Context: an optimization exercise on an open-source flow, tuned for small area. The choices shown serve that exercise and are no tape-out recipe. The RTL was checked by simulation tests, not by an equivalence proof against the original design. The flow treats the clock pin as an ideal source, which a real chip does not have.

Setup of P:
## game_2048_top
module game_2048_top (
  input  logic clk,
  input  logic rst_n,
  input  logic pmod_data,
  input  logic pmod_clk,
  input  logic pmod_latch,
  output logic hsync,
  output logic vsync,
  output logic [1:0] red,
  output logic [1:0] green,
  output logic [1:0] blue
);
Size: about 1400 cells after synthesis, roughly 130 flip-flops, roughly 13 I/O pins.
==> module tile_renderer, before the edit <==
module tile_renderer (
  input  logic clk,
  input  logic rst_n,
  input  logic [2:0] hc,
  input  logic [7:0] hx,
  input  logic [2:0] vc,
  input  logic [6:0] vy,
  input  logic [63:0] board,    
  input  logic [1:0] orient,
  output logic hsync,
  output logic vsync,
  output logic [1:0] red,
  output logic [1:0] green,
  output logic [1:0] blue
);
  logic active;
  logic border;
  logic [3:0] tile;
  logic [5:0] colour;
  logic pix_hsync;
  logic pix_vsync;
  assign active = !hc[2] && !vc[2];
  assign border = (hx < 8'd4) || (vy < 7'd4) ||
                  (hc == 3'd3 && hx >= 8'd156) || (vc == 3'd3 && vy >= 7'd116);
  logic [3:0] scell;
  always_comb begin
    scell = orient[1] ? {vc[1:0], hc[1:0]} : {hc[1:0], vc[1:0]};
    if (orient[0]) scell = ~scell;
  end
  assign tile   = board[scell*4 +: 4];
  assign pix_hsync = !(hc == 3'd4 && hx >= 8'd16 && hx < 8'd112);
  assign pix_vsync = !(vc == 3'd4 && vy >= 7'd10 && vy < 7'd12);
  function automatic logic [5:0] palette(input logic [3:0] t);
    case (t)
      4'd0:    palette = 6'b00_00_00;
      4'd1:    palette = 6'b11_00_00;
      4'd2:    palette = 6'b11_10_00;
      4'd3:    palette = 6'b11_11_00;
      4'd4:    palette = 6'b10_11_00;
      4'd5:    palette = 6'b00_11_00;
      4'd6:    palette = 6'b00_11_10;
      4'd7:    palette = 6'b00_11_11;
      4'd8:    palette = 6'b00_00_11;
      4'd9:    palette = 6'b11_00_11;
      4'd10:   palette = 6'b11_01_11;
      4'd11:   palette = 6'b11_11_11;
      default: palette = 6'b00_00_00;
    endcase
  endfunction
  always_comb begin
    if (!active) colour = '0;
    else if (border) colour = game_pkg::border_rgb;
    else colour = palette(tile);
  end
  always_ff @(posedge clk or negedge rst_n) begin
    if (!rst_n) begin
      red   <= 2'b00;
      green <= 2'b00;
      blue  <= 2'b00;
      hsync <= 1'b1;
      vsync <= 1'b1;
    end else begin
      red   <= colour[5:4];
      green <= colour[3:2];
      blue  <= colour[1:0];
      hsync <= pix_hsync;
      vsync <= pix_vsync;
    end
  end
endmodule
export LEC_CHECK = 0
export CAP_MARGIN = 10
export CORE_MARGIN = 2
export CORE_UTILIZATION = 55
export GPL_TIMING_DRIVEN = 1
export PLACE_DENSITY = 0.6
export SLEW_MARGIN = 10
create_clock -name core_clock -period 32.0 [get_ports {clk}]
standard.sh (not shown) runs the stock make flow with config.mk's settings and CLKGATE_MAP_FILE= SYNTH_SCRIPT=/design/flow/synth_recipe.tcl, a recipe that flattens the netlist after the stock synthesis.
==> flow/flow/run.sh <==
#!/bin/bash
# The standard layout, with these changes:
#  - synthesis: ORFS's synth.tcl without the full/half adder extraction, and
#    abc mapping with each flow/abc_*.script (area oriented), keeping the
#    smallest result, instead of ORFS's speed script; registers are
#    mapped exactly as in the standard synthesis
#  - CTS: the arguments in flow/cts_args.txt (small clock buffers, no dummy
#    loads); flow/post_cts.tcl then upsizes the leaf buffers that drive many
#    flip-flops
#  - port buffers: every input and output port still gets its own buffer, a
#    buf_1 instead of the larger cell buffer_ports picks by default
# Each tool's output: flow.log (make), orfs/logs/ (per step), patch.log.
set -euo pipefail
W=$(pwd)
python3 flow/patch_synth.py "$FLOW_HOME/scripts/synth.tcl" "$W/synth_patched.tcl" "$W/flow" > patch.log 2>&1
sed "s#\$::env(SCRIPTS_DIR)/synth.tcl#$W/synth_patched.tcl#" synth_recipe.tcl > my_synth.tcl
grep -q synth_patched my_synth.tcl
sed "s#SYNTH_SCRIPT=[^ ]*#SYNTH_SCRIPT=$W/my_synth.tcl#" standard.sh > my_standard.sh
grep -q "SYNTH_SCRIPT=$W/my_synth.tcl" my_standard.sh
export CTS_ARGS="$(cat flow/cts_args.txt)"
export POST_CTS_TCL="$W/flow/post_cts.tcl"
export BUFFER_PORTS_ARGS="-buffer_cell sky130_fd_sc_hd__buf_1"
echo "CTS_ARGS=$CTS_ARGS BUFFER_PORTS_ARGS=$BUFFER_PORTS_ARGS" > cts_args.log
bash my_standard.sh > flow.log 2>&1
Other scripts of this flow, unchanged in this note and not shown: flow/flow/abc_ds0.script, flow/flow/abc_ds1.script, flow/flow/abc_ds2.script, flow/flow/abc_ds3.script, flow/flow/abc_ds4.script, flow/flow/abc_ds5.script, flow/flow/abc_ds6.script, flow/flow/cts_args.txt, flow/flow/patch_synth.py, flow/flow/post_cts.tcl
Relative to P, the following input files were edited for Q:
diff --git a/flow/design.v b/flow/design.v
--- a/flow/design.v
+++ b/flow/design.v
@@ -314,63 +314,53 @@
   output logic [1:0] green,
   output logic [1:0] blue
 );
   logic active;
   logic border;
   logic [3:0] tile;
-  logic [5:0] colour;
-  logic pix_hsync;
   logic pix_vsync;
   assign active = !hc[2] && !vc[2];
   assign border = (hx < 8'd4) || (vy < 7'd4) ||
                   (hc == 3'd3 && hx >= 8'd156) || (vc == 3'd3 && vy >= 7'd116);
   logic [3:0] scell;
   always_comb begin
     scell = orient[1] ? {vc[1:0], hc[1:0]} : {hc[1:0], vc[1:0]};
     if (orient[0]) scell = ~scell;
   end
   assign tile   = board[scell*4 +: 4];
-  assign pix_hsync = !(hc == 3'd4 && hx >= 8'd16 && hx < 8'd112);
+  assign hsync = !(hc == 3'd4 && hx >= 8'd17 && hx < 8'd113);
   assign pix_vsync = !(vc == 3'd4 && vy >= 7'd10 && vy < 7'd12);
+  logic [3:0] shown;
   function automatic logic [5:0] palette(input logic [3:0] t);
     case (t)
-      4'd0:    palette = 6'b00_00_00;
-      4'd1:    palette = 6'b11_00_00;
-      4'd2:    palette = 6'b11_10_00;
-      4'd3:    palette = 6'b11_11_00;
-      4'd4:    palette = 6'b10_11_00;
-      4'd5:    palette = 6'b00_11_00;
-      4'd6:    palette = 6'b00_11_10;
-      4'd7:    palette = 6'b00_11_11;
-      4'd8:    palette = 6'b00_00_11;
-      4'd9:    palette = 6'b11_00_11;
-      4'd10:   palette = 6'b11_01_11;
-      4'd11:   palette = 6'b11_11_11;
+      4'd0:    palette = 6'b00_00_00;   
+      4'd1:    palette = 6'b11_00_00;   
+      4'd2:    palette = 6'b11_10_00;   
+      4'd3:    palette = 6'b11_11_00;   
+      4'd4:    palette = 6'b10_11_00;   
+      4'd5:    palette = 6'b00_11_00;   
+      4'd6:    palette = 6'b00_11_10;   
+      4'd7:    palette = 6'b00_11_11;   
+      4'd8:    palette = 6'b00_00_11;   
+      4'd9:    palette = 6'b11_00_11;   
+      4'd10:   palette = 6'b11_01_11;   
+      4'd11:   palette = 6'b11_11_11;   
+      4'd12:   palette = game_pkg::border_rgb;
       default: palette = 6'b00_00_00;
     endcase
   endfunction
-  always_comb begin
-    if (!active) colour = '0;
-    else if (border) colour = game_pkg::border_rgb;
-    else colour = palette(tile);
-  end
   always_ff @(posedge clk or negedge rst_n) begin
     if (!rst_n) begin
-      red   <= 2'b00;
-      green <= 2'b00;
-      blue  <= 2'b00;
-      hsync <= 1'b1;
+      shown <= 4'd0;
       vsync <= 1'b1;
     end else begin
-      red   <= colour[5:4];
-      green <= colour[3:2];
-      blue  <= colour[1:0];
-      hsync <= pix_hsync;
+      shown <= !active ? 4'd0 : border ? 4'd12 : tile;
       vsync <= pix_vsync;
     end
   end
+  assign {red, green, blue} = palette(shown);
 endmodule
 `timescale 1ns/100ps
 module game_2048_top (
   input  logic clk,
   input  logic rst_n,
   input  logic pmod_data,
## What came out
Going from P to Q, final critical path time including I/O delays and setup up 1.74 ns, async set or reset register ratio after synthesis now sits at about the same level, core outline area decreased 2.7%. Compared with P, Q shows a lower die width. Global-route wire length before repair in Q vs P: down about 5.6%. Between P and Q, the difference in number of enable-type register cells in the synthesized netlist is negligible. Final cell area: Q below P. Q vs. P: sequential share of layout area has decreased.

[static timing again, ports no longer ideal]
Ports are ideal in the flow. The routed layouts listed here were re-timed in OpenROAD. Step 1: set_driving_cell puts a clkbuf_16 on clk and a buf_2 on each other input, an assumption about the parent block. Step 2 also shifts input and output timing later by t, the mid clock arrival at the registers, as if the neighbouring blocks saw the same clock. Slacks: no drivers / after step 1 / after step 2; pairs: no drivers / after step 1.
| run | shift t [ns] | setup slack, ns | clock arrival spread, ns |
|---|---|---|---|
| P | 0.420 | 14.008 / 14.008 / 14.008 | 0.036 / 0.036 |
| Q | 0.408 | 12.271 / 12.271 / 12.271 | 0.033 / 0.033 |
After both steps every run listed still meets setup and hold.
